Context: an optimization exercise on an open-source flow, tuned for small area, a short achievable clock period and few clock cycles per item. The choices shown serve that exercise and are no tape-out recipe. Function was checked by simulation only, so behaviour that the tests miss may differ from the original. Power figures rest on the tool's default switching activity, not on a simulated workload.

--- flow/config.mk ---
export PLATFORM = sky130hd
export DESIGN_NAME = block_bitmap_allocator
export DESIGN_NICKNAME = block_bitmap_allocator
export VERILOG_FILES = /design/flow/design.v
export SDC_FILE = /design/flow/constraint.sdc
export NUM_CORES = 4
export LEC_CHECK = 0
export CAP_MARGIN = 20
export CORE_MARGIN = 2
export CORE_UTILIZATION = 35
export PLACE_DENSITY = 0.5
export SLEW_MARGIN = 20
--- flow/constraint.sdc ---
create_clock -name core_clock -period 8.0 [get_ports {clock}]
set_input_delay 1.6000 -clock core_clock [delete_from_list [all_inputs] [get_ports {clock}]]
set_output_delay 1.6000 -clock core_clock [all_outputs]
set_load 0.01 [all_outputs]
--- flow/design.v ---
package bba_pkg;
   localparam int BLOCK_W        = 12;
   localparam int COUNT_W        = 13;
   localparam int STATUS_W       = 2;
   localparam int NUM_BLOCKS_DEF = 4096;
   localparam int WORD_BITS_DEF  = 32;
   localparam logic [COUNT_W-1:0] COUNT_RESET = 13'd4096;
   typedef enum logic {
      OP_ALLOC = 1'b0,
      OP_FREE  = 1'b1
   } opcode_type;
   typedef enum logic [STATUS_W-1:0] {
      ST_OK            = 2'd0,
      ST_OUT_OF_BLOCKS = 2'd1,
      ST_FREE_FREE     = 2'd2,
      ST_OUT_OF_RANGE  = 2'd3
   } status_type;
   typedef enum logic [2:0] {
      S_IDLE,
      S_SCAN,
      S_FREE_RD,
      S_FREE_CHK,
      S_RESP
   } state_type;
endpackage
module bba_bitmap #(
   parameter int NUM_WORDS = bba_pkg::NUM_BLOCKS_DEF / bba_pkg::WORD_BITS_DEF,
   parameter int WORD_BITS = bba_pkg::WORD_BITS_DEF
) (
   input  logic                         clock,
   input  logic                         reset,
   input  logic                         rd_en,
   input  logic [$clog2(NUM_WORDS)-1:0] rd_addr,
   output logic [WORD_BITS-1:0]         rd_data,
   input  logic                         wr_en,
   input  logic [$clog2(NUM_WORDS)-1:0] wr_addr,
   input  logic [WORD_BITS-1:0]         wr_data
);
   logic [WORD_BITS-1:0] mem_ff [NUM_WORDS];
   logic [NUM_WORDS-1:0] row_valid_ff;
   logic [WORD_BITS-1:0] rd_raw_ff;
   logic                 rd_valid_ff;
   always_ff @(posedge clock) begin
      if (wr_en) begin
         mem_ff[wr_addr] <= wr_data;
      end
      if (rd_en) begin
         rd_raw_ff <= mem_ff[rd_addr];
      end
   end
   always_ff @(posedge clock) begin
      if (reset) begin
         row_valid_ff <= '0;
         rd_valid_ff  <= 1'b0;
      end else begin
         if (rd_en) begin
            rd_valid_ff <= row_valid_ff[rd_addr];
         end
         if (wr_en) begin
            row_valid_ff[wr_addr] <= 1'b1;
         end
      end
   end
   assign rd_data = rd_valid_ff ? rd_raw_ff : '0;
endmodule
module bba_find_free #(
   parameter int WORD_BITS = bba_pkg::WORD_BITS_DEF,
   parameter int WADDR_W   = 7,
   parameter int CNT_W     = 13
) (
   input  logic [WORD_BITS-1:0]         word_data,
   input  logic [WADDR_W-1:0]           word_index,
   input  logic [CNT_W-1:0]             count,
   output logic                         found,
   output logic [$clog2(WORD_BITS)-1:0] bit_index
);
   localparam int BIT_W = $clog2(WORD_BITS);
   logic [CNT_W-1:0]     base;
   logic [CNT_W-1:0]     remaining;
   logic [WORD_BITS-1:0] in_range;
   logic [WORD_BITS-1:0] avail;
   assign base      = CNT_W'({word_index, BIT_W'(0)});
   assign remaining = count - base;
   always_comb begin
      for (int i = 0; i < WORD_BITS; i++) begin
         in_range[i] = CNT_W'(i) < remaining;
      end
   end
   assign avail = ~word_data & in_range;
   assign found = |avail;
   always_comb begin
      bit_index = '0;
      for (int i = WORD_BITS - 1; i >= 0; i--) begin
         if (avail[i]) begin
            bit_index = BIT_W'(i);
         end
      end
   end
endmodule
module block_bitmap_allocator #(
   parameter int NUM_BLOCKS = bba_pkg::NUM_BLOCKS_DEF,
   parameter int WORD_BITS  = bba_pkg::WORD_BITS_DEF
) (
   input  logic                          clock,
   input  logic                          reset,
   input  logic                          req_valid,
   output logic                          req_ready,
   input  logic                          req_opcode,
   input  logic [bba_pkg::BLOCK_W-1:0]   req_block_number,
   output logic                          rsp_valid,
   input  logic                          rsp_ready,
   output logic [bba_pkg::BLOCK_W-1:0]   rsp_allocated_block,
   output logic [bba_pkg::STATUS_W-1:0]  rsp_status,
   input  logic                          csr_wr_en,
   input  logic [bba_pkg::COUNT_W-1:0]   csr_wr_data
);
   localparam int NUM_WORDS = NUM_BLOCKS / WORD_BITS;
   localparam int BIT_W     = $clog2(WORD_BITS);
   localparam int BLK_W     = $clog2(NUM_BLOCKS);
   localparam int WADDR_W   = BLK_W - BIT_W;
   localparam int CW        = (bba_pkg::COUNT_W > BLK_W + 1) ? bba_pkg::COUNT_W : BLK_W + 1;
   bba_pkg::state_type  state_ff, state_in;
   bba_pkg::status_type status_ff, status_in;
   logic [bba_pkg::COUNT_W-1:0] blocks_in_use_ff;
   logic [CW-1:0]               count_ff, count_in;
   logic [WADDR_W:0]            words_ff, words_in;
   logic [WADDR_W:0]            scan_ptr_ff, scan_ptr_in;
   logic                        pend_ff, pend_in;
   logic [WADDR_W-1:0]          pend_word_ff, pend_word_in;
   logic [BLK_W-1:0]            blk_ff, blk_in;
   logic [bba_pkg::BLOCK_W-1:0] alloc_ff, alloc_in;
   logic [CW-1:0]        cfg_ext;
   logic [CW-1:0]        eff_count;
   logic [CW-1:0]        words_full;
   logic [CW-1:0]        req_blk_ext;
   logic                 req_free;
   logic                 req_out_of_range;
   logic                 issue_ok;
   logic                 found;
   logic [BIT_W-1:0]     hit_bit;
   logic                 scan_hit;
   logic                 scan_miss;
   logic [CW-1:0]        hit_ext;
   logic [BIT_W-1:0]     free_bit;
   logic [WADDR_W-1:0]   free_word;
   logic                 rd_en;
   logic [WADDR_W-1:0]   rd_addr;
   logic [WORD_BITS-1:0] rd_data;
   logic                 wr_en;
   logic [WADDR_W-1:0]   wr_addr;
   logic [WORD_BITS-1:0] wr_data;
   always_ff @(posedge clock) begin
      if (reset) begin
         blocks_in_use_ff <= bba_pkg::COUNT_RESET;
      end else if (csr_wr_en) begin
         blocks_in_use_ff <= csr_wr_data;
      end
   end
   assign cfg_ext   = CW'(blocks_in_use_ff);
   assign eff_count = (cfg_ext > CW'(NUM_BLOCKS)) ? CW'(NUM_BLOCKS) : cfg_ext;
   assign words_full = (eff_count + CW'(WORD_BITS - 1)) >> BIT_W;
   assign req_blk_ext      = CW'(req_block_number);
   assign req_free         = bba_pkg::opcode_type'(req_opcode) == bba_pkg::OP_FREE;
   assign req_out_of_range = req_blk_ext >= eff_count;
   bba_bitmap #(
      .NUM_WORDS (NUM_WORDS),
      .WORD_BITS (WORD_BITS)
   ) u_bitmap (
      .clock   (clock),
      .reset   (reset),
      .rd_en   (rd_en),
      .rd_addr (rd_addr),
      .rd_data (rd_data),
      .wr_en   (wr_en),
      .wr_addr (wr_addr),
      .wr_data (wr_data)
   );
   bba_find_free #(
      .WORD_BITS (WORD_BITS),
      .WADDR_W   (WADDR_W),
      .CNT_W     (CW)
   ) u_find_free (
      .word_data  (rd_data),
      .word_index (pend_word_ff),
      .count      (count_ff),
      .found      (found),
      .bit_index  (hit_bit)
   );
   assign issue_ok  = scan_ptr_ff < words_ff;
   assign scan_hit  = (state_ff == bba_pkg::S_SCAN) && pend_ff && found;
   assign scan_miss = (state_ff == bba_pkg::S_SCAN) && !pend_ff && !issue_ok;
   assign hit_ext   = CW'({pend_word_ff, hit_bit});
   assign free_bit  = blk_ff[BIT_W-1:0];
   assign free_word = blk_ff[BLK_W-1:BIT_W];
   always_comb begin
      state_in = state_ff;
      unique case (state_ff)
         bba_pkg::S_IDLE: begin
            if (req_valid) begin
               if (!req_free) begin
                  state_in = bba_pkg::S_SCAN;
               end else if (req_out_of_range) begin
                  state_in = bba_pkg::S_RESP;
               end else begin
                  state_in = bba_pkg::S_FREE_RD;
               end
            end
         end
         bba_pkg::S_SCAN: begin
            if (scan_hit || scan_miss) begin
               state_in = bba_pkg::S_RESP;
            end
         end
         bba_pkg::S_FREE_RD:  state_in = bba_pkg::S_FREE_CHK;
         bba_pkg::S_FREE_CHK: state_in = bba_pkg::S_RESP;
         bba_pkg::S_RESP: begin
            if (rsp_ready) begin
               state_in = bba_pkg::S_IDLE;
            end
         end
         default: state_in = bba_pkg::S_IDLE;
      endcase
   end
   always_comb begin
      count_in     = count_ff;
      words_in     = words_ff;
      scan_ptr_in  = scan_ptr_ff;
      pend_in      = pend_ff;
      pend_word_in = pend_word_ff;
      blk_in       = blk_ff;
      alloc_in     = alloc_ff;
      status_in    = status_ff;
      rd_en        = 1'b0;
      rd_addr      = scan_ptr_ff[WADDR_W-1:0];
      wr_en        = 1'b0;
      wr_addr      = pend_word_ff;
      wr_data      = rd_data | (WORD_BITS'(1) << hit_bit);
      unique case (state_ff)
         bba_pkg::S_IDLE: begin
            if (req_valid) begin
               count_in    = eff_count;
               words_in    = words_full[WADDR_W:0];
               scan_ptr_in = '0;
               pend_in     = 1'b0;
               blk_in      = req_blk_ext[BLK_W-1:0];
               alloc_in    = '0;
               status_in   = (req_free && req_out_of_range) ? bba_pkg::ST_OUT_OF_RANGE
                                                            : bba_pkg::ST_OK;
            end
         end
         bba_pkg::S_SCAN: begin
            if (issue_ok && !scan_hit) begin
               rd_en        = 1'b1;
               scan_ptr_in  = scan_ptr_ff + (WADDR_W+1)'(1);
               pend_in      = 1'b1;
               pend_word_in = scan_ptr_ff[WADDR_W-1:0];
            end else begin
               pend_in = 1'b0;
            end
            if (scan_hit) begin
               wr_en     = 1'b1;
               alloc_in  = hit_ext[bba_pkg::BLOCK_W-1:0];
               status_in = bba_pkg::ST_OK;
            end
            if (scan_miss) begin
               alloc_in  = '0;
               status_in = bba_pkg::ST_OUT_OF_BLOCKS;
            end
         end
         bba_pkg::S_FREE_RD: begin
            rd_en   = 1'b1;
            rd_addr = free_word;
         end
         bba_pkg::S_FREE_CHK: begin
            wr_addr = free_word;
            wr_data = rd_data & ~(WORD_BITS'(1) << free_bit);
            if (rd_data[free_bit]) begin
               wr_en     = 1'b1;
               status_in = bba_pkg::ST_OK;
            end else begin
               status_in = bba_pkg::ST_FREE_FREE;
            end
         end
         bba_pkg::S_RESP: begin
         end
         default: begin
         end
      endcase
   end
   always_ff @(posedge clock) begin
      if (reset) begin
         state_ff <= bba_pkg::S_IDLE;
         pend_ff  <= 1'b0;
      end else begin
         state_ff <= state_in;
         pend_ff  <= pend_in;
      end
   end
   always_ff @(posedge clock) begin
      count_ff     <= count_in;
      words_ff     <= words_in;
      scan_ptr_ff  <= scan_ptr_in;
      pend_word_ff <= pend_word_in;
      blk_ff       <= blk_in;
      alloc_ff     <= alloc_in;
      status_ff    <= status_in;
   end
   assign req_ready           = state_ff == bba_pkg::S_IDLE;
   assign rsp_valid           = state_ff == bba_pkg::S_RESP;
   assign rsp_allocated_block = alloc_ff;
   assign rsp_status          = status_ff;
endmodule
--- flow/run.sh ---
#!/bin/bash
# synth_recipe.tcl (not shown) runs the flow's synth.tcl, then flattens the netlist and writes it again
# the make line also repeats each setting of config.mk as NAME=value (left out here)
make -C /OpenROAD-flow-scripts/flow DESIGN_CONFIG=/design/flow/config.mk WORK_HOME=/design/flow/orfs CLKGATE_MAP_FILE= SYNTH_SCRIPT=/design/flow/synth_recipe.tcl finish
==> metrics.cfg <==
[critical_path]
arrival_ns = 7.30
rr_startpoint = pend_word_ff[5]$_DFFE_PP_
path_class = register to register
crit_path_start_kind = register
cp_max_fo = 22
crit_path_end_kind = register
crit_start = pend_word_ff[5]$_DFFE_PP_
required_ns = 8.73

[routing]
drt-pass1-iter-count = 6
drc = 0
vias_per_cell = 5.58
wl_per_cell_um = 32.1
antenna_left = 0
drt_iter0_markers = 10100
totalWireLength_um = 503000
via_count = 87500

[min_path]
hold_path_class = register to register
hp-start = u_bitmap.row_valid_ff[28]$_SDFFE_PP0P_

[timing]
layout_min_cycle_time_ns = 6.57
setup_slack_ns = 1.43
drv_slew = 0
tightestPinTransition_ns = 1.26
whs_ns = 0.460
finalCritPeriodShare_pct = 82.1
finalSetupViolCount = 0
fin_skew_ns = 0.0657
max_freq_ghz = 0.152
fin_setup_tns_ns = 0
hold_viol_final = 0
slew_headroom_pct = 15.6
rsz0062_at_grt = false

[placed_design]
place_congestion = 0.876
hpwl_um = 301000
placed_area_sq_um = 182000
portBuffers = 46
place_ws_ns = 1.05

[floorplan]
die_y_um = 701
coreArea_sq_um = 485000
io_pins = 47
die_w_um = 701
dieArea_sq_um = 491000
start_util_pct = 35.1
core.rowCount = 256

[synthesis]
synth_warnings = 3
ys_async_sr_fraction_pct = 0
synth-edff-count = 4190
synth_xor_area_share_pct = 0.107
synth_compound_gate_area_share_pct = 4.68
synth_top_area_cell = edfxtp_1
syn_avg_cell_area_sq_um = 20.0
synth_top_family_by_area = multiplexers
synthAdderAreaFrac_pct = 0.218
ys_seq_elements = 4336
synth.area.top_cells = edfxtp_1 74%, mux4_2 14%, dfxtp_1 1.7%
ys_seq_area_share_pct = 75.7
muxShareOfSynthArea_pct = 14.2
yosys.area.top_type_share_pct = 74.0
synthesis.nets = 8543
syn_inst = 8483
synth-simple-area-share_pct = 3.70
ys_dominant_reg_cell = edfxtp_1
netlist_area_sq_um = 170000
ys_types = 84

[global_route]
antenna_found_initial = 32
grt_pass1_wl_um = 703000
grt_pass1_vias = 88400
gr-total-overflow = 0
grtUsageTotal_pct = 20.0
grt_max_degree = 129

[clock_network]
root_buffer = clkbuf_16
cts_inserted_buffers = 440
cts.path.max_buffers = 4
post_cts_buffers = 0
clk_pin_slew_ns = 0.06
cts.sinks = 4336
insertion_delay_ns = 1.02
htreeDepth = 5
cts_tree = built
cts_resized = 0
ctsHoldBuffers = 0

[finish]
nets = 8899
fin_area_sq_um = 197000
fillers = 42800
final_common_cell = edfxtp_1
post-route-util_pct = 40.6
area_delta_synth_final_pct = 15.8
layout_common_cells = 4190 x edfxtp_1, 1059 x mux4_2, 704 x nand2_1
drive_gt1_share_pct = 25.5

[status]
status = no timing/DRC/antenna violations

[pwr]
peakVddDrop_mv = 0.229
powerDensity_nw_per_um2 = 294
p_leak_nw = 60.8

[job]
drv_cap = 0

[power by group]
group	leakage, nW	switching [mW]	internal (mW)
sequential	39.1	0.181	25.5
clock	7.02	8.80	11.9
combinational	14.7	7.59	3.93
[area by class of cell]
class | count | area, sq um | share of cell area, %
flip-flops and latches | 4336 | 129000 | 65.4
multi-input cells | 3557 | 40700 | 20.7
clock buffers | 526 | 11600 | 5.88
well taps | 6450 | 8070 | 4.10
repair buffers | 451 | 4800 | 2.44
clock inverters | 290 | 2850 | 1.45
inverters | 53 | 200 | 0.102
diodes | 17 | 42.5 | 0.0216
[final timing paths]
check / end / slack (ns) / cells past startpoint
setup / recovery: u_bitmap.mem_ff[95][13]$_DFFE_PP_ / 1.43 / 15
hold / removal: u_bitmap.row_valid_ff[28]$_SDFFE_PP0P_ / 0.46 / 1
setup reg to reg: u_bitmap.mem_ff[95][13]$_DFFE_PP_ / 1.43 / 15
hold reg to reg: u_bitmap.row_valid_ff[28]$_SDFFE_PP0P_ / 0.46 / 1
[registers in the layout, summed over array words and instances (netlist names)]
name and flops:
scan_ptr_ff 8, status_ff 2, u_bitmap.mem_ff 4096, u_bitmap.row_valid_ff 128, alloc_ff 12, words_ff 8, state_ff 3, u_bitmap.rd_raw_ff 32
blk_ff 12, blocks_in_use_ff 13, u_bitmap.rd_valid_ff 1, count_ff 13, pend_ff 1, pend_word_ff 7
[routing by layer]
| layer | vias to the layer above | global-route usage, % | share of wire, % |
|---|---|---|---|
| met1 | 47500 | 27.6 | 42 |
| met3 | 641 | 3.23 | 6.9 |
| met4 | 0 | 6.16 | 3.4 |
| met2 | 3259 | 32.8 | 48 |
| met5 | - | 0 | 0 |
| li1 | 36100 | - | - |
[cells in the mapped netlist (93+ instances only)]
master,instances
nor2_1,224
a211oi_1,331
nand2_1,704
a311oi_1,168
clkbuf_1,359
buf_1,93
o2bb2ai_1,115
a31oi_1,105
edfxtp_1,4190
mux4_2,1059
dfxtp_1,146
and2_1,273
[worst max-delay path: stages (launching register included)]
cell,delay [ns]
edfxtp_1,0.42
inv_1,0.23
ha_1,0.39
a21oi_1,0.35
nor2_1,0.12
nor3_1,0.24
nand2_1,0.26
and4_1,0.39
o21ai_2,0.29
nand3b_4,0.22
o31ai_4,0.13
o21ai_4,0.63
nand3b_2,0.92
buf_4,0.61
nor2_4,0.74
buf_4,0.29
[per-stage QoR]
step | cells | power, mW
CTS | 15600 | 58.4
floorplan | 8483 | 32.7
finish | 15700 | 57.8
global placement | 14800 | 37.7
global route | 15700 | 59.6
detailed placement | 14800 | 37.7
[logic make-up (layout without fill, tap and decap cells)]
family,Yosys count,count (layout)
DFF,4336,4336
AOI/OAI and AO/OA,1052,1052
other,0,17
muxes,1087,1087
buffers and inverters,590,1320
and+or+nand+nor,1369,1369
xor gates and xnor gates,20,20
adders and majority gates,29,29
Testbench counts, summed over its fixed seeds: cycles 518,076, items 24,000.

-- static timing again, ports no longer ideal --
The flow's constraints put no driver on any port. The routed layout listed below was extracted and timed again, unchanged, in two steps.
Step 1 assumes that a clkbuf_16 drives the clock port and a buf_2 every other input.
Step 2 also shifts input and output timing later by t, the mid clock arrival at the registers, as if the neighbouring blocks saw the same clock.
Three values: ideal, step 1, step 2; two values: the first two.
t (ns): 1.115
setup slack, ns: 1.429 / 1.429 / 1.429
clock arrival spread, ns: 0.077 / 0.077
cell pins on the clock port's net: 1
After both steps this run still meets setup and hold. For this run, drivers alone change the setup slack by 0.000 ns; drivers and shift together by 0.000 ns.
